What follows belongs to an exercise in optimizing a design on an open flow for small area, a short achievable clock period and few clock cycles; a production flow would make more cautious choices. Only simulation tests tie the RTL to the original design; equivalence was not proved. No activity file was given, so power comes from the tool's default toggle rates.

==> design.v <==
package iira_pkg;
	localparam logic [2:0] OP_INS_AT    = 3'd0;
	localparam logic [2:0] OP_INS_FRONT = 3'd1;
	localparam logic [2:0] OP_INS_BACK  = 3'd2;
	localparam logic [2:0] OP_REM_AT    = 3'd3;
	localparam logic [2:0] OP_REM_FRONT = 3'd4;
	localparam logic [2:0] OP_REM_BACK  = 3'd5;
	localparam logic [2:0] OP_READ      = 3'd6;
	localparam logic [1:0] ST_OK    = 2'd0;
	localparam logic [1:0] ST_RANGE = 2'd1;
	localparam logic [1:0] ST_EMPTY = 2'd2;
	localparam logic [1:0] ST_FULL  = 2'd3;
	typedef struct packed {
		logic [2:0]         op;
		logic [6:0]         position;
		logic signed [31:0] value;
	} iira_in_t;
	typedef struct packed {
		logic [1:0]         status;
		logic signed [31:0] read_value;
		logic [6:0]         length;
	} iira_out_t;
endpackage
module iira_ram #(
	parameter int DEPTH = 64,
	parameter int AW    = 6
) (
	input  logic               clk,
	input  logic               we,
	input  logic [AW-1:0]      waddr,
	input  logic signed [31:0] wdata,
	input  logic [AW-1:0]      raddr,
	output logic signed [31:0] rdata
);
	logic signed [31:0] mem [DEPTH];
	always_ff @(posedge clk) begin
		if (we) begin
			mem[waddr] <= wdata;
		end
	end
	always_ff @(posedge clk) begin
		rdata <= mem[raddr];
	end
endmodule
import iira_pkg::*;
module indexed_insert_remove_array #(
	parameter int CAPACITY = 64
) (
	input  logic      clk,
	input  logic      arst_n,
	input  logic      start,
	input  iira_pkg::iira_in_t  cmd,
	output logic      busy,
	output logic      done,
	output iira_pkg::iira_out_t rsp
);
	localparam int AW = $clog2(CAPACITY);
	localparam int CW = $clog2(CAPACITY + 1);
	localparam int PW = ((CW > 7) ? CW : 7) + 1;
	typedef enum logic [4:0] {
		S_IDLE = 5'b00001,
		S_READ = 5'b00010,
		S_FILL = 5'b00100,
		S_UP   = 5'b01000,
		S_DN   = 5'b10000
	} state_t;
	state_t             state_q;
	logic [CW-1:0]      count_q;
	logic [AW-1:0]      ptr_q;     
	logic [AW-1:0]      stop_q;    
	logic [AW-1:0]      wa_q;      
	logic               rd_go_q;   
	logic               pend_q;    
	logic signed [31:0] val_q;
	logic [1:0]         stat_q;
	logic signed [31:0] rdv_q;
	logic               done_q;
	logic               ram_we;
	logic [AW-1:0]      ram_waddr;
	logic signed [31:0] ram_wdata;
	logic [AW-1:0]      ram_raddr;
	logic signed [31:0] ram_rdata;
	logic          accept;
	logic [PW-1:0] pos_ext;
	logic [PW-1:0] cnt_ext;
	logic [PW-1:0] ins_pos;
	logic [PW-1:0] rem_pos;
	logic          ins_grow;
	logic          ins_full;
	logic          rem_empty;
	logic          rem_bad;
	logic          rem_last;
	logic          rd_bad;
	iira_ram #(
		.DEPTH(CAPACITY),
		.AW   (AW)
	) u_ram (
		.clk  (clk),
		.we   (ram_we),
		.waddr(ram_waddr),
		.wdata(ram_wdata),
		.raddr(ram_raddr),
		.rdata(ram_rdata)
	);
	assign accept  = start && !busy;
	assign pos_ext = PW'(cmd.position);
	assign cnt_ext = PW'(count_q);
	always_comb begin
		case (cmd.op)
			OP_INS_FRONT: ins_pos = '0;
			OP_INS_BACK:  ins_pos = cnt_ext;
			default:      ins_pos = pos_ext;
		endcase
		case (cmd.op)
			OP_REM_FRONT: rem_pos = '0;
			OP_REM_BACK:  rem_pos = cnt_ext - PW'(1);
			default:      rem_pos = pos_ext;
		endcase
	end
	assign ins_grow  = ins_pos >= cnt_ext;
	assign ins_full  = ins_grow ? (ins_pos + PW'(1) > PW'(CAPACITY))
	                            : (cnt_ext + PW'(1) > PW'(CAPACITY));
	assign rem_empty = (cmd.op == OP_REM_FRONT || cmd.op == OP_REM_BACK) && count_q == '0;
	assign rem_bad   = rem_pos >= cnt_ext;
	assign rem_last  = rem_pos + PW'(1) == cnt_ext;
	assign rd_bad    = pos_ext >= cnt_ext;
	always_comb begin
		ram_we    = 1'b0;
		ram_waddr = '0;
		ram_wdata = '0;
		ram_raddr = '0;
		unique case (state_q)
			S_IDLE: begin
				ram_raddr = AW'(cmd.position);
			end
			S_READ: begin
				ram_raddr = '0;
			end
			S_FILL: begin
				ram_we    = 1'b1;
				ram_waddr = ptr_q;
				ram_wdata = (ptr_q == stop_q) ? val_q : '0;
			end
			S_UP: begin
				ram_raddr = ptr_q;
				if (pend_q) begin
					ram_we    = 1'b1;
					ram_waddr = wa_q;
					ram_wdata = ram_rdata;
				end else if (!rd_go_q) begin
					ram_we    = 1'b1;
					ram_waddr = stop_q;
					ram_wdata = val_q;
				end
			end
			S_DN: begin
				ram_raddr = ptr_q;
				if (pend_q) begin
					ram_we    = 1'b1;
					ram_waddr = wa_q;
					ram_wdata = ram_rdata;
				end
			end
			default: begin
				ram_we = 1'b0;
			end
		endcase
	end
	always_ff @(posedge clk or negedge arst_n) begin
		if (!arst_n) begin
			state_q <= S_IDLE;
			count_q <= '0;
			ptr_q   <= '0;
			stop_q  <= '0;
			wa_q    <= '0;
			rd_go_q <= 1'b0;
			pend_q  <= 1'b0;
			val_q   <= '0;
			stat_q  <= ST_OK;
			rdv_q   <= '0;
			done_q  <= 1'b0;
		end else begin
			done_q <= 1'b0;
			unique case (state_q)
				S_IDLE: begin
					if (accept) begin
						stat_q  <= ST_OK;
						rdv_q   <= '0;
						val_q   <= cmd.value;
						rd_go_q <= 1'b1;
						pend_q  <= 1'b0;
						unique case (cmd.op)
							OP_INS_AT, OP_INS_FRONT, OP_INS_BACK: begin
								if (ins_full) begin
									stat_q <= ST_FULL;
									done_q <= 1'b1;
								end else if (ins_grow) begin
									ptr_q   <= AW'(cnt_ext);
									stop_q  <= AW'(ins_pos);
									count_q <= CW'(ins_pos + PW'(1));
									state_q <= S_FILL;
								end else begin
									ptr_q   <= AW'(cnt_ext - PW'(1));
									stop_q  <= AW'(ins_pos);
									count_q <= count_q + CW'(1);
									state_q <= S_UP;
								end
							end
							OP_REM_AT, OP_REM_FRONT, OP_REM_BACK: begin
								if (rem_empty) begin
									stat_q <= ST_EMPTY;
									done_q <= 1'b1;
								end else if (rem_bad) begin
									stat_q <= ST_RANGE;
									done_q <= 1'b1;
								end else begin
									count_q <= count_q - CW'(1);
									if (rem_last) begin
										done_q <= 1'b1;
									end else begin
										ptr_q   <= AW'(rem_pos + PW'(1));
										stop_q  <= AW'(cnt_ext - PW'(1));
										state_q <= S_DN;
									end
								end
							end
							OP_READ: begin
								if (rd_bad) begin
									stat_q <= ST_RANGE;
									done_q <= 1'b1;
								end else begin
									state_q <= S_READ;
								end
							end
							default: begin
								done_q <= 1'b1;
							end
						endcase
					end
				end
				S_READ: begin
					rdv_q   <= ram_rdata;
					done_q  <= 1'b1;
					state_q <= S_IDLE;
				end
				S_FILL: begin
					ptr_q <= ptr_q + AW'(1);
					if (ptr_q == stop_q) begin
						done_q  <= 1'b1;
						state_q <= S_IDLE;
					end
				end
				S_UP: begin
					pend_q <= rd_go_q;
					if (rd_go_q) begin
						wa_q <= ptr_q + AW'(1);
						if (ptr_q == stop_q) begin
							rd_go_q <= 1'b0;
						end else begin
							ptr_q <= ptr_q - AW'(1);
						end
					end else if (!pend_q) begin
						done_q  <= 1'b1;
						state_q <= S_IDLE;
					end
				end
				S_DN: begin
					pend_q <= rd_go_q;
					if (rd_go_q) begin
						wa_q <= ptr_q - AW'(1);
						if (ptr_q == stop_q) begin
							rd_go_q <= 1'b0;
						end else begin
							ptr_q <= ptr_q + AW'(1);
						end
					end else if (!pend_q) begin
						done_q  <= 1'b1;
						state_q <= S_IDLE;
					end
				end
				default: begin
					state_q <= S_IDLE;
				end
			endcase
		end
	end
	assign busy            = state_q != S_IDLE;
	assign done            = done_q;
	assign rsp.status      = stat_q;
	assign rsp.read_value  = rdv_q;
	assign rsp.length      = 7'(count_q);
endmodule
module iira_top (
	input  logic        clk,
	input  logic        arst_n,
	input  logic        start,
	input  logic [2:0]  cmd_op,
	input  logic [6:0]  cmd_position,
	input  logic [31:0] cmd_value,
	output logic        busy,
	output logic        done,
	output logic [1:0]  rsp_status,
	output logic [31:0] rsp_read_value,
	output logic [6:0]  rsp_length
);
	indexed_insert_remove_array #(
		.CAPACITY(64)
	) u_array (
		.clk   (clk),
		.arst_n(arst_n),
		.start (start),
		.cmd   ({cmd_op, cmd_position, cmd_value}),
		.busy  (busy),
		.done  (done),
		.rsp   ({rsp_status, rsp_read_value, rsp_length})
	);
endmodule
==> run.sh <==
#!/bin/bash
# synth_recipe.tcl (not shown) runs the flow's synth.tcl, then flattens the netlist and writes it again
# the make line also repeats each setting of config.mk as NAME=value (left out here)
make -C /OpenROAD-flow-scripts/flow DESIGN_CONFIG=/design/flow/config.mk WORK_HOME=/design/flow/orfs CLKGATE_MAP_FILE= SYNTH_SCRIPT=/design/flow/synth_recipe.tcl finish
==> config.mk <==
export PLATFORM = sky130hd
export DESIGN_NAME = iira_top
export DESIGN_NICKNAME = iira_top
export VERILOG_FILES = /design/flow/design.v
export SDC_FILE = /design/flow/constraint.sdc
export NUM_CORES = 4
export LEC_CHECK = 0
export CAP_MARGIN = 20
export CORE_MARGIN = 2
export CORE_UTILIZATION = 40
export SETUP_SLACK_MARGIN = 2.5
export SLEW_MARGIN = 20
==> constraint.sdc <==
create_clock -name core_clock -period 7.0 [get_ports {clk}]
set_input_delay 1.4000 -clock core_clock [delete_from_list [all_inputs] [get_ports {clk}]]
set_output_delay 1.4000 -clock core_clock [all_outputs]
set_load 0.01 [all_outputs]
==> qor_table.md, run 1 <==
| Metric | Value |
| --- | --- |
| Run status | timing/DRC/antenna clean |
| Kind of end point of the critical path | register |
| DR vias/cell | 5.85 |
| Net count after synthesis | 6966 |
| Global route total overflow | 0 |
| Detailed Route Iter0 Violations | 8029 |
| Critical setup path kind | register to register |
| Clock sinks | 2179 |
| Synth async-reset ratio | 4.54% |
| DRT met1 WL | 114000 um |
| Maximum number of pins on one net before global-route repair | 167 |
| Worst slew pin tran | 1.20 ns |
| Post-route minimum period | 4.64 ns |
| Inserted Clock Buffers | 219 |
| Top-level port count | 88 |
| Nets@finish | 7116 |
| Count of state elements after synthesis | 2179 |
| Number of rows created at floorplan | 172 |
| Final WS setup | 2.36 ns |
| H-tree depth reported by CTS | 4 |
| Worst slew slack as a fraction of its limit | 19.8% |
| Power per unit of standard cell area | 459 nW/um^2 |
| Most used flip-flop cell after synthesis | sky130_fd_sc_hd__edfxtp_1 |
| Maximum capacitance violations | 0 |
| Post-place setup slack | 0.871 ns |
| Layout cell share with drive strength beyond 1 | 11.4% |
| Cell at the slowest stage of the critical path | sky130_fd_sc_hd__nor2_4 |
| Number of global-route vias before repair | 54800 |
| CTS clk-pin slew, worst paths | 0.06 ns |
| Final Setup Violations | 0 |
| Yosys cell types | 86 |
| Total vias in the final route | 59600 |
| First-pass GRT wire length | 391000 um |
| DRC violation count after routing | 0 |
| Last weighted congestion value of the routability-driven placer | 0.885 |
| Startpoint of the worst-slack reg-to-reg timing path | u_array.state_q[1] |
| Share of synthesized area occupied by flip-flops and latches | 73.0% |
| Antenna-violating nets left | 0 |
| Cells along the critical path | or2_1 > nor3_4 > buf_4 > and2_1 > a222oi_1 > nor2_1 > nand2_1 > nor2_4 > buf_4 |
| Routed length on met3 | 26100 um |
| Floorplan Core Area | 220000 um^2 |
| Startpoint of the most critical hold path | u_array.u_ram.rdata[30] |
| Max Clk Rate | 216 MHz |
| Buffer cell driving the clock tree root | sky130_fd_sc_hd__clkbuf_16 |
| Leakage component of the power | 34.9 nW |
| Number of input and output port buffers inserted | 87 |
| Skew final | 0.0917 ns |
| Initial antenna violation count | 14 |
| Number of iterations in the first detailed-routing pass | 6 |
| Number of flops mapped to enable cells by yosys | 2048 |
| Worst-Skew Late Latency | 0.89 ns |
| Total Neg Setup Slack | 0 ns |
| Hold Violations, Final | 0 |
| Die boundary width | 474 um |
| Met2 wire length | 124000 um |
| Ratio of final minimum period to clock period | 66.2% |
| Synthesis-to-layout area growth | 15.1% |
| Startpoint of the most critical setup path | u_array.state_q[1] |
| Initial Utilization | 40.3% |
| Syn Inst Count | 6894 |
| Maximum number of buffers from clock root to sink | 3 |
| Area of combinational cells with multiple inputs | 22500 um^2 |
| Arrival time of data at the critical path endpoint | 5.19 ns |
| GRT Util Overall | 23.6% |
| Average routed wire per standard cell | 26.7 um |
| Most numerous cell on the critical path | sky130_fd_sc_hd__buf_4 |
| Biggest fanout along the worst timing path | 22 |
| Critical path required time | 7.55 ns |
| Uppermost signal routing layer after detailed routing | met5 |
| Worst path max stage delay | 1.08 ns |
| Kind of start point of the critical path | register |
| Cell area after synthesis | 88500 um^2 |
| Die Outline Area | 225000 um^2 |
| Estimated wirelength of the detail-placed design | 147000 um |
| Flip-flop and latch area | 64600 um^2 |
| Worst hold path class | register to register |
| Number of max-slew violations in the final report | 0 |
| Setup repair after global routing missed its margin | true |
| Layout filler cell count | 19400 |
| Wire length reported by the detailed router | 273000 um |
| Clock tree from TritonCTS | done |
| Synth warn | 2 |
| Die boundary height | 474 um |
| Average instance area after synthesis | 12.8 um^2 |
| Maximum resistive drop on vdd | 0.479 mV |
| Hold buffers post-CTS | 0 |
[metrics by stage]
| step | area (um^2) | instances | power (mW) | util, % | hold WS, ns |
|---|---|---|---|---|---|
| 6_report | 102000 | 10200 | 46.8 | 46.3 | 0.423 |
| 5_1_grt | 102000 | 10200 | 48.8 | 46.3 | 0.430 |
| 4_1_cts | 101000 | 10100 | 46.7 | 46.1 | 0.418 |
| 3_5_place_dp | 93800 | 9668 | 35.0 | 42.6 | 0.437 |
| 3_3_place_gp | 93700 | 9667 | 34.8 | 42.6 | 0.444 |
| 2_1_floorplan | 88600 | 6894 | 27.3 | - | 0.413 |
[synth_stat cells (all sizes together) (4+ instances only)]
cell type	instances	area share, %
a211oi	36	0.31
a21o	9	0.076
a21oi	32	0.18
a221o	36	0.41
a221oi	6	0.073
a22o	36	0.36
a22oi	13	0.12
a311o	32	0.36
a311oi	354	3.5
a31o	5	0.049
a31oi	69	0.49
and2	8	0.057
and3	266	1.9
buf	172	0.98
clkbuf	329	1.4
dfrtp	98	2.8
dfxtp	32	0.72
edfxtp	2048	69
ha	27	0.38
inv	25	0.11
mux2	36	0.46
mux2i	4	0.045
nand2	2135	9.1
nand2b	4	0.028
nand3	702	4.0
nand3b	4	0.034
nand4	5	0.042
nor2	108	0.46
nor2b	14	0.099
nor3	40	0.23
nor3b	11	0.11
nor4	7	0.066
o211ai	8	0.073
o21ai	36	0.20
o31ai	35	0.30
o32ai	32	0.32
xnor2	22	0.22
xor2	12	0.12
[routing by layer]
layer / GRT usage (%) / vias to the layer above
met5: 0 / -
met4: 7.30 / 4
met3: 3.80 / 411
met2: 36.2 / 3049
li1: - / 26000
met1: 34.3 / 30200
[flip-flops by register name, summed over array words and instances, names as in the netlist]
register / flops
u_array.count_q: 7
u_array.done_q: 1
u_array.pend_q: 1
u_array.ptr_q: 6
u_array.rd_go_q: 1
u_array.rdv_q: 32
u_array.stat_q: 2
u_array.state_q: 5
u_array.stop_q: 6
u_array.u_ram.mem: 2048
u_array.u_ram.rdata: 32
u_array.val_q: 32
u_array.wa_q: 6
[cell usage in the layout, fill, tap and decap left out, drive strengths merged, types with 27 or more instances in the layout]
cell	count
a221o	36
a22o	38
a311oi	354
clkbuf	294
nand2	2137
a311o	32
clkinv	99
a21oi	32
edfxtp	2048
ha	27
o32ai	32
buf	335
nand3	702
and3	266
o31ai	35
clkdlybuf4s50	81
o21ai	36
mux2	36
a211oi	36
dfrtp	98
nor2	111
inv	27
a31oi	69
dfxtp	32
nor3	40
[kinds of logic (layout without fill, tap and decap cells)]
family / count (synthesis) / after routing / synth area share, %
compound gates: 768 / 770 / 7.13
xor+xnor: 35 / 35 / 0.362
fa+ha+maj: 27 / 27 / 0.382
buf+inv: 527 / 853 / 2.48
flops: 2179 / 2179 / 73.0
mux: 40 / 40 / 0.503
other cells: 0 / 8 / 0
simple gates: 3318 / 3325 / 16.2
[power by group]
part           leakage [nW]  switching [mW]  internal (mW)  total, mW
Clock                  3.39            5.07           6.35       11.4
Sequential             17.6           0.572           14.7       15.2
Combinational          13.9            13.8           6.31       20.1
Total                  34.9            19.5           27.3       46.8
[repair_timing]
action                                  4_1_cts  5_1_grt
pin swaps                                    38       21
cloned                                        8        1
endpoints found under the setup margin      607      557
buffers inserted                             58       46
resized for setup                            21       13
[worst paths after layout]
check / endpoint / cells after the start / slack (ns)
setup / recovery: u_array.u_ram.mem[33][18] / 9 / 2.36
hold / removal: u_array.rdv_q[30] / 2 / 0.42
setup reg to reg: u_array.u_ram.mem[33][18] / 9 / 2.36
hold reg to reg: u_array.rdv_q[30] / 2 / 0.42
max in group asynchronous: u_array.ptr_q[5] / 2 / 5.18
min in group asynchronous: u_array.val_q[10] / 1 / 0.47
[cell type report]
type,instances,area share [%]
Inverter,26,0.0958
Clock inverter,113,1.13
Tap cell,2958,3.63
Sequential cell,2179,63.4
Multi-Input combinational cell,4197,22.1
Antenna cell,8,0.0196
Clock buffer,293,5.75
Timing Repair Buffer,421,3.85
[critical path, delay by kind of cell, from the launching register on]
kind,cells,cell delay (ns)
AO/OA/AOI/OAI,1,0.21
buffers and inverters,2,0.71
flip-flops,1,0.49
AND/OR/NAND/NOR,6,2.89
Testbench counts, summed over its fixed seeds: cycles 85,568.
==> run 2: changes to the inputs <==
--- a/config.mk
+++ b/config.mk
@@ -8,5 +8,5 @@
 export CAP_MARGIN = 20
 export CORE_MARGIN = 2
-export CORE_UTILIZATION = 40
+export CORE_UTILIZATION = 50
 export SETUP_SLACK_MARGIN = 2.5
 export SLEW_MARGIN = 20
==> qor_table.md, run 2 <==
| Metric | Value | Change |
| --- | --- | --- |
| Nets@finish | 7113 | -0.042% |
| Startpoint of the most critical hold path | u_array.stat_q[1] |  |
| Detailed Route Iter0 Violations | 8193 | +2.0% |
| Global-route track usage on met3 | 5.42% | +1.6 points |
| Setup repair after global routing missed its margin | true |  |
| Overall power after layout | 46.5 mW | -0.51% |
| Most flops, register | u_array.u_ram.mem |  |
| Post-route minimum period | 4.64 ns | +0.000910 ns |
| Clock tree from TritonCTS | done |  |
| Layout cell share with drive strength beyond 1 | 11.4% | +0.029 points |
| Number of flops mapped to enable cells by yosys | 2048 | unchanged |
| Clock sinks | 2179 | unchanged |
| Die boundary width | 425 um | -10% |
| Max reg flops | 2048 | unchanged |
| Worst-case hold path end point | u_array.stat_q[1] |  |
| Estimated wirelength of the detail-placed design | 145000 um | -1.8% |
| Floorplan Core Area | 176000 um^2 | -20% |
| Global route total overflow | 0 | unchanged |
| Critical path required time | 7.51 ns | -0.04 ns |
| Buffer cell driving the clock tree root | sky130_fd_sc_hd__clkbuf_16 |  |
| Worst slew pin tran | 1.40 ns | +0.198 ns |
| Inserted Clock Buffers | 223 | +1.8% |
| Top cells by area, synth | sky130_fd_sc_hd__edfxtp_1 (69%), sky130_fd_sc_hd__nand2_1 (9.0%), sky130_fd_sc_hd__nand3_1 (4.0%), sky130_fd_sc_hd__a311oi_1 (3.5%), sky130_fd_sc_hd__dfrtp_1 (2.8%) |  |
| Kind of end point of the critical path | register |  |
| Hold buffers post-CTS | 0 | unchanged |
| Run status | timing/DRC/antenna clean |  |
| GRT Util Overall | 29.7% | +6.1 points |
| Synth warn | 2 | unchanged |
| Synth async-reset ratio | 4.54% | unchanged |
| Ratio of final minimum period to clock period | 66.3% | about the same |
| Die boundary height | 425 um | -10% |
| CTS clk-pin slew, worst paths | 0.06 ns | about the same |
| Skew final | 0.0314 ns | -0.0603 ns |
| Initial antenna violation count | 6 | -8 |
| H-tree depth reported by CTS | 4 | unchanged |
| Startpoint of the worst-slack reg-to-reg timing path | u_array.state_q[1] |  |
| DRC violation count after routing | 0 | unchanged |
| Setup slack on the worst flop-to-flop path | 2.36 ns | about the same |
| Maximum resistive drop on vdd | 0.416 mV | -13% |
| Layer with the highest usage after global routing | met2 |  |
| Met2 global-route usage | 44.7% | +8.4 points |
| Leakage component of the power | 34.9 nW | about the same |
| Kind of start point of the critical path | register |  |
| Arrival time of data at the critical path endpoint | 5.14 ns | -0.05 ns |
| Last weighted congestion value of the routability-driven placer | 0.877 | -0.88% |
| Worst path max stage delay | 0.93 ns | -0.15 ns |
| Initial Utilization | 50.3% | +10 points |
| Yosys cell types | 86 | unchanged |
| Number of cells on the worst reg-to-reg path | 8 | -1 |
| Synthesis-to-layout area growth | 14.3% |  |
| Net load switching power | 18.9 mW | -3.0% |
| Average instance area after synthesis | 12.8 um^2 | unchanged |
| Worst hold path class | register to register |  |
| DR vias/cell | 6.23 | +6.5% |
| Worst-Skew Late Latency | 0.86 ns | -0.03 ns |
| Cell count of the worst hold path | 2 | unchanged |
| Most frequent cell after synthesis | sky130_fd_sc_hd__nand2_1 |  |
| Cells along the critical path | nor2_1 > nand3_1 > nor3_2 > a22oi_1 > nand2_1 > nand3_1 > nor2_4 > buf_4 |  |
| Biggest fanout along the worst timing path | 18 | -18% |
| Critical path's top delay family | simple AND/OR/NAND/NOR gates |  |
| Average routed wire per standard cell | 28.5 um | +6.6% |
| Maximum number of buffers from clock root to sink | 3 | unchanged |
| Cell at the slowest stage of the critical path | sky130_fd_sc_hd__nor2_4 |  |
| Total vias in the final route | 59600 | +0.035% |
| Number of max-slew violations in the final report | 0 | unchanged |
| Count of state elements after synthesis | 2179 | unchanged |
| Met1 capacity usage during global routing | 43.6% | +9.3 points |
| Most common cell after layout, fill and taps aside | sky130_fd_sc_hd__nand2_1 |  |
| Net count after synthesis | 6966 | unchanged |
| Instance count on the critical path | 8 | -1 |
| Crit Reg-Reg Endpoint | u_array.u_ram.mem[25][14] |  |
| Maximum number of pins on one net before global-route repair | 169 | +1.2% |
| Cell area after synthesis | 88500 um^2 | unchanged |
| Final hold slack | 0.482 ns | +0.0596 ns |
| Total Neg Setup Slack | 0 ns | unchanged |
| Highest-count cells in the layout ignoring fill and taps | sky130_fd_sc_hd__nand2_1 (2130), sky130_fd_sc_hd__edfxtp_1 (2048), sky130_fd_sc_hd__nand3_1 (701) |  |
| Part of the total power dissipated in the clock network | 25.3% | +0.9 points |
| Final Setup Violations | 0 | unchanged |
| Max Clk Rate | 216 MHz | about the same |
| Hold Violations, Final | 0 | unchanged |
| Post-synth top cells | sky130_fd_sc_hd__nand2_1 (2133), sky130_fd_sc_hd__edfxtp_1 (2048), sky130_fd_sc_hd__nand3_1 (702) |  |
| Cell type with the largest total area after synthesis | sky130_fd_sc_hd__edfxtp_1 |  |
| Most used flip-flop cell after synthesis | sky130_fd_sc_hd__edfxtp_1 |  |
| Number of iterations in the first detailed-routing pass | 6 | unchanged |
| Antenna-violating nets left | 0 | unchanged |
| Combinational share of power | 41.9% | -1.1 points |
| Syn Inst Count | 6894 | unchanged |
| First-pass GRT wire length | 392000 um | +0.43% |
| Worst slew slack as a fraction of its limit | 6.57% | -13 points |
| Sequential cell fraction of total power | 32.8% | +0.2 points |
| Number of rows created at floorplan | 154 | -10% |
| Top-level port count | 88 | unchanged |
| Number of input and output port buffers inserted | 87 | unchanged |
| Sw Share | 40.6% | -1.1 points |
| Internal Pwr Total | 27.7 mW | +1.3% |
| Most numerous cell on the critical path | sky130_fd_sc_hd__nand3_1 |  |
| Critical setup path kind | register to register |  |
| Die Outline Area | 180000 um^2 | -20% |
| Wire length reported by the detailed router | 273000 um | about the same |
| Buffers plus inverters on the worst setup path | 1 | -1 |
| Number of global-route vias before repair | 55600 | +1.6% |
| Maximum capacitance violations | 0 | unchanged |
| Share of synthesized area occupied by flip-flops and latches | 73.0% | unchanged |
| Power per unit of standard cell area | 460 nW/um^2 | +0.17% |
| Proportion of netlist area held by the largest area contributor | 69.5% | unchanged |
run 2: logic make-up after synthesis:
logic type	synth area share, %
simple gates	16.2
flops	73.0
compound gates	7.13
buf+inv	2.48
mux	0.503
xor+xnor	0.362
fa+ha+maj	0.382
run 2: worst max path at each step:
| stage | from | end | slack (ns) |
|---|---|---|---|
| after detailed placement | cmd_op[1] | u_array.stop_q[3] | 1.06 |
| after global placement | cmd_op[1] | u_array.stop_q[3] | 1.06 |
| final | u_array.state_q[1] | u_array.u_ram.mem[25][14] | 2.36 |
| after floorplan | cmd_op[0] | u_array.ptr_q[0] | 2.55 |
| after CTS | u_array.state_q[1] | u_array.u_ram.mem[27][21] | 2.14 |
| after global routing | u_array.state_q[3] | u_array.u_ram.mem[14][7] | 2.19 |
run 2: stage by stage:
step	cell area [um^2]	util [%]	cells	setup slack, ns
2_1_floorplan	88600	-	6894	2.55
3_3_place_gp	92900	52.8	9051	1.06
3_5_place_dp	92900	52.8	9051	1.06
4_1_cts	101000	57.2	9530	2.14
5_1_grt	101000	57.5	9569	2.19
6_report	101000	57.5	9572	2.36
run 2: timing repair:
item	in CTS	in global routing
pin swaps	33	12
resized for setup	17	13
cloned	6	6
setup endpoints to repair	612	934
setup buffers	61	30
hold endpoints to repair	0	0
run 2: power by group through the flow:
stage / clock network, mW / registers [mW] / logic (mW)
3_3_place_gp: 0 / 15.5 / 18.8
6_report: 11.8 / 15.3 / 19.5
5_1_grt: 12.4 / 15.3 / 20.9
3_5_place_dp: 0 / 15.5 / 19.0
2_1_floorplan: 0 / 15.1 / 12.2
4_1_cts: 11.9 / 15.2 / 19.3
run 2: final cells by class:
cell class,instances,area [um^2]
multi-input combinational,4200,22500
antenna,4,10.0
clock buffer,301,6030
timing repair buffer,411,3830
clock inverter,111,1160
sequential,2179,64600
inverter,26,97.6
tap,2340,2930
fill,14000,74900
run 2: routing by layer:
layer | routed length, um | vias to the layer above
met5 | 0 | -
met4 | 9260 | 0
met3 | 27900 | 479
met2 | 122000 | 3113
met1 | 113000 | 30100
li1 | - | 25900
run 2: worst register-to-register path: cells and delay by family (launching register included):
family	cells	cell delay [ns]
AO/OA/AOI/OAI	1	0.19
buffers and inverters	1	0.46
flip-flops	1	0.48
AND/OR/NAND/NOR	6	3.15
==> run 3: changes to the inputs <==
--- a/config.mk
+++ b/config.mk
@@ -9,4 +9,6 @@
 export CORE_MARGIN = 2
 export CORE_UTILIZATION = 50
+export CTS_CLUSTER_DIAMETER = 70
+export CTS_CLUSTER_SIZE = 20
 export SETUP_SLACK_MARGIN = 2.5
 export SLEW_MARGIN = 20
==> qor_table.md, run 3 <==
| Metric | Value | Change |
| --- | --- | --- |
| Top cells by area, synth | sky130_fd_sc_hd__edfxtp_1 (69%), sky130_fd_sc_hd__nand2_1 (9.0%), sky130_fd_sc_hd__nand3_1 (4.0%), sky130_fd_sc_hd__a311oi_1 (3.5%), sky130_fd_sc_hd__dfrtp_1 (2.8%) |  |
| Worst path max stage delay | 0.94 ns | about the same |
| Number of cells on the worst reg-to-reg path | 7 | -1 |
| Kind of start point of the critical path | register |  |
| Leakage component of the power | 33.5 nW | -4.0% |
| Total Neg Setup Slack | 0 ns | unchanged |
| Synth async-reset ratio | 4.54% | unchanged |
| Clock sinks | 2179 | unchanged |
| Most common cell after layout, fill and taps aside | sky130_fd_sc_hd__nand2_1 |  |
| Number of global-route vias before repair | 54700 | -1.7% |
| Number of flops mapped to enable cells by yosys | 2048 | unchanged |
| Clock tree from TritonCTS | done |  |
| Crit Reg-Reg Endpoint | u_array.u_ram.mem[30][16] |  |
| Inserted Clock Buffers | 136 | -39% |
| Post-place setup slack | 1.06 ns | unchanged |
| Die boundary height | 425 um | unchanged |
| Final Setup Violations | 0 | unchanged |
| Worst setup endpoint | u_array.u_ram.mem[30][16] |  |
| Worst-Skew Late Latency | 0.84 ns | -0.02 ns |
| Number of max-slew violations in the final report | 0 | unchanged |
| Adder and majority gate portion of the synthesized area | 0.382% | unchanged |
| Final hold slack | 0.487 ns | +0.00483 ns |
| Nets@finish | 7038 | -1.1% |
| Startpoint of the worst-slack reg-to-reg timing path | u_array.state_q[0] |  |
| Global route total overflow | 0 | unchanged |
| Maximum number of buffers from clock root to sink | 3 | unchanged |
| Run status | timing/DRC/antenna clean |  |
| Die boundary width | 425 um | unchanged |
| Worst hold path class | register to register |  |
| Post-synth top cells | sky130_fd_sc_hd__nand2_1 (2133), sky130_fd_sc_hd__edfxtp_1 (2048), sky130_fd_sc_hd__nand3_1 (702) |  |
| Cells along the critical path | nor2_1 > nand3_1 > nor3_2 > a222oi_1 > nand3_1 > nor2_4 > buf_4 |  |
| Layout cell share with drive strength beyond 1 | 10.3% | -1.2 points |
| Number of standard cells in the layout, taps in and fillers out | 9395 | -1.8% |
| Critical path required time | 7.47 ns | -0.04 ns |
| Antenna-violating nets left | 0 | unchanged |
| Part of the total power dissipated in the clock network | 19.1% | -6.2 points |
| Number of placed cells counting well taps | 9051 | unchanged |
| Synthesis-to-layout area growth | 10.9% |  |
| Hold Violations, Final | 0 | unchanged |
| Proportion of netlist area held by the largest area contributor | 69.5% | unchanged |
| Max Clk Rate | 214 MHz | -0.81% |
| Max reg flops | 2048 | unchanged |
| Cell type with the largest total area after synthesis | sky130_fd_sc_hd__edfxtp_1 |  |
| Sw Share | 42.5% | +1.9 points |
| Share of synthesized area occupied by flip-flops and latches | 73.0% | unchanged |
| Estimated wirelength of the detail-placed design | 145000 um | unchanged |
| Combinational family with the most area after synthesis | simple AND/OR/NAND/NOR gates |  |
| Die Outline Area | 180000 um^2 | unchanged |
| DR vias/cell | 6.29 | +1.0% |
| Critical path's top delay family | simple AND/OR/NAND/NOR gates |  |
| Initial Utilization | 50.3% | unchanged |
| Count of state elements after synthesis | 2179 | unchanged |
| H-tree depth reported by CTS | 4 | unchanged |
| Internal Pwr Total | 24.7 mW | -11% |
| Maximum resistive drop on vdd | 0.453 mV | +8.7% |
| Instance count on the critical path | 7 | -1 |
| Worst slew pin tran | 1.38 ns | -0.0178 ns |
| Maximum number of pins on one net before global-route repair | 169 | unchanged |
| Share of the synthesized area in compound gates (AO/OA/AOI/OAI) | 7.13% | unchanged |
| Ratio of final minimum period to clock period | 66.8% | +0.54 points |
| DRC violation count after routing | 0 | unchanged |
| First-pass GRT wire length | 391000 um | -0.37% |
| Synth Area in XOR/XNOR | 0.362% | unchanged |
| Biggest fanout along the worst timing path | 18 | unchanged |
| Buffer cell driving the clock tree root | sky130_fd_sc_hd__clkbuf_16 |  |
| Maximum capacitance violations | 0 | unchanged |
| Power per unit of standard cell area | 438 nW/um^2 | -4.8% |
| Highest-count cells in the layout ignoring fill and taps | sky130_fd_sc_hd__nand2_1 (2130), sky130_fd_sc_hd__edfxtp_1 (2048), sky130_fd_sc_hd__nand3_1 (701) |  |
| Initial antenna violation count | 7 | +1 |
| Net load switching power | 18.3 mW | -3.2% |
| Detailed Route Iter0 Violations | 8078 | -1.4% |
| Skew final | 0.0395 ns | +0.00807 ns |
| Synth warn | 2 | unchanged |
| Setup slack on the worst flop-to-flop path | 2.32 ns | -0.04 ns |
| Setup repair after global routing missed its margin | true |  |
| Yosys cell types | 86 | unchanged |
| Layout filler cell count | 14300 | +2.1% |
| Average instance area after synthesis | 12.8 um^2 | unchanged |
| Total vias in the final route | 59100 | -0.84% |
| Simple-gate area share of the yosys netlist | 16.2% | unchanged |
| Final WS setup | 2.32 ns | -0.0378 ns |
| Arrival time of data at the critical path endpoint | 5.15 ns | about the same |
| Cell at the slowest stage of the critical path | sky130_fd_sc_hd__nor2_4 |  |
| Sequential cell fraction of total power | 35.5% | +2.7 points |
| Average routed wire per standard cell | 29.0 um | +1.9% |
| Most flops, register | u_array.u_ram.mem |  |
| GRT Util Overall | 29.7% | about the same |
| Worst slew slack as a fraction of its limit | 7.76% | +1.2 points |
| Buffers plus inverters on the worst setup path | 1 | unchanged |
| Number of input and output port buffers inserted | 87 | unchanged |
| Share of synthesized area spent on multiplexers | 0.503% | unchanged |
| Critical setup path kind | register to register |  |
| Most numerous cell on the critical path | sky130_fd_sc_hd__nand3_1 |  |
| Combinational share of power | 45.4% | +3.5 points |
| Syn Inst Count | 6894 | unchanged |
| Most frequent cell after synthesis | sky130_fd_sc_hd__nand2_1 |  |
| Number of iterations in the first detailed-routing pass | 6 | unchanged |
| Top-level port count | 88 | unchanged |
| Floorplan Core Area | 176000 um^2 | unchanged |
| Most used flip-flop cell after synthesis | sky130_fd_sc_hd__edfxtp_1 |  |
| Overall power after layout | 43.0 mW | -7.6% |
| Kind of end point of the critical path | register |  |
| Post-route minimum period | 4.68 ns | +0.0378 ns |
| Last weighted congestion value of the routability-driven placer | 0.877 | unchanged |
| Cell area after synthesis | 88500 um^2 | unchanged |
| Number of rows created at floorplan | 154 | unchanged |
| CTS clk-pin slew, worst paths | 0.08 ns | +0.02 ns |
| Wire length reported by the detailed router | 273000 um | about the same |
| Net count after synthesis | 6966 | unchanged |
| Startpoint of the most critical setup path | u_array.state_q[0] |  |
## run 3: cell counts after synthesis
Identical to the previous run, type by type.
## run 3: kinds of logic after synthesis
logic type / after synthesis
AND/OR/NAND/NOR: 3318
flip-flops: 2179
AO/OA/AOI/OAI: 768
buffers and inverters: 527
multiplexers: 40
XOR/XNOR: 35
adder cells (fa/ha/maj): 27
## run 3: what timing repair did
item | 4_1_cts | 5_1_grt
gates resized for setup | 18 | 13
buffers inserted | 69 | 33
pin swaps | 35 | 11
endpoints found under the setup margin | 601 | 872
cloned | 9 | 5
hold buffers | 0 | 0
## run 3: routing by layer
metal | wire (um) | up-vias | GRT usage [%] | part of all wire [%]
met1 | 115000 | 30100 | 43.9 | 42
li1 | - | 25700 | - | -
met5 | 40 | - | 0 | 0.015
met4 | 8490 | 6 | 9.30 | 3.1
met3 | 26900 | 405 | 5.13 | 9.9
met2 | 123000 | 2978 | 45.1 | 45
## run 3: per-stage QoR
step | utilization, % | area [um^2]
after floorplan | - | 88600
after global placement | 52.8 | 92900
after detailed placement | 52.8 | 92900
after CTS | 55.6 | 97800
after global routing | 55.8 | 98200
final | 55.8 | 98200
## run 3: power groups by stage
stage | Clock, mW | Combinational (mW) | Sequential [mW]
global route | 8.74 | 20.9 | 15.3
finish | 8.20 | 19.5 | 15.3
floorplan | 0 | 12.2 | 15.1
global placement | 0 | 18.8 | 15.5
detailed placement | 0 | 19.0 | 15.5
CTS | 8.31 | 19.3 | 15.2
## run 3: area by class of cell
class	count	area, um^2	area share, %
timing repair buffer	421	3910	3.98
clock buffer	182	3700	3.77
antenna	4	10.0	0.0102
clock inverter	41	389	0.396
multi-input combinational	4202	22600	23.0
inverter	26	97.6	0.0994
sequential	2179	64600	65.8
tap	2340	2930	2.98
## run 3: how the worst min path moves through the flow
stage,slack (ns),cells after the start,end,start
floorplan,0.41,2,u_array.rdv_q[0],u_array.u_ram.rdata[0]
global placement,0.46,2,u_array.stat_q[1],u_array.stat_q[1]
detailed placement,0.47,2,u_array.wa_q[0],u_array.wa_q[0]
CTS,0.49,2,u_array.wa_q[0],u_array.wa_q[0]
global route,0.52,2,u_array.wa_q[0],u_array.wa_q[0]
finish,0.49,2,u_array.stat_q[1],u_array.stat_q[1]
## run 3: worst reg2reg max path: cells and delay by family (launching register included)
kind | cells | cell delay (ns)
AO/OA/AOI/OAI | 1 | 0.67
buffers and inverters | 1 | 0.48
flip-flops | 1 | 0.61
AND/OR/NAND/NOR | 5 | 2.55

[port drivers added, routing unchanged]
In the flow no input, the clock included, has a driving cell. The finished layouts below were timed again as built, in two steps.
Step 1 (the two cells are an assumption about what drives the block):
set clk [get_ports {clk}]
set_driving_cell -lib_cell sky130_fd_sc_hd__clkbuf_16 $clk
set_driving_cell -lib_cell sky130_fd_sc_hd__buf_2 [delete_from_list [all_inputs] $clk]
Step 2 also shifts input and output timing later by t, the mid clock arrival at the registers, as if the neighbouring blocks saw the same clock.
a / b / c = ideal / step 1 / step 2; a / b = the first two.
run	t (ns)	setup slack, ns	worst setup path after step 2	cell pins on the clock port's net
run 1	0.935	2.363 / 2.363 / 1.780	input to register	1
run 2	0.926	2.362 / 2.362 / 1.572	input to register	1
run 3	0.890	2.325 / 2.325 / 1.807	input to register	1
After both steps setup and hold are still met in every run listed. For run 2, which loses most, drivers alone change the setup slack by 0.000 ns; drivers and shift together by -0.790 ns.
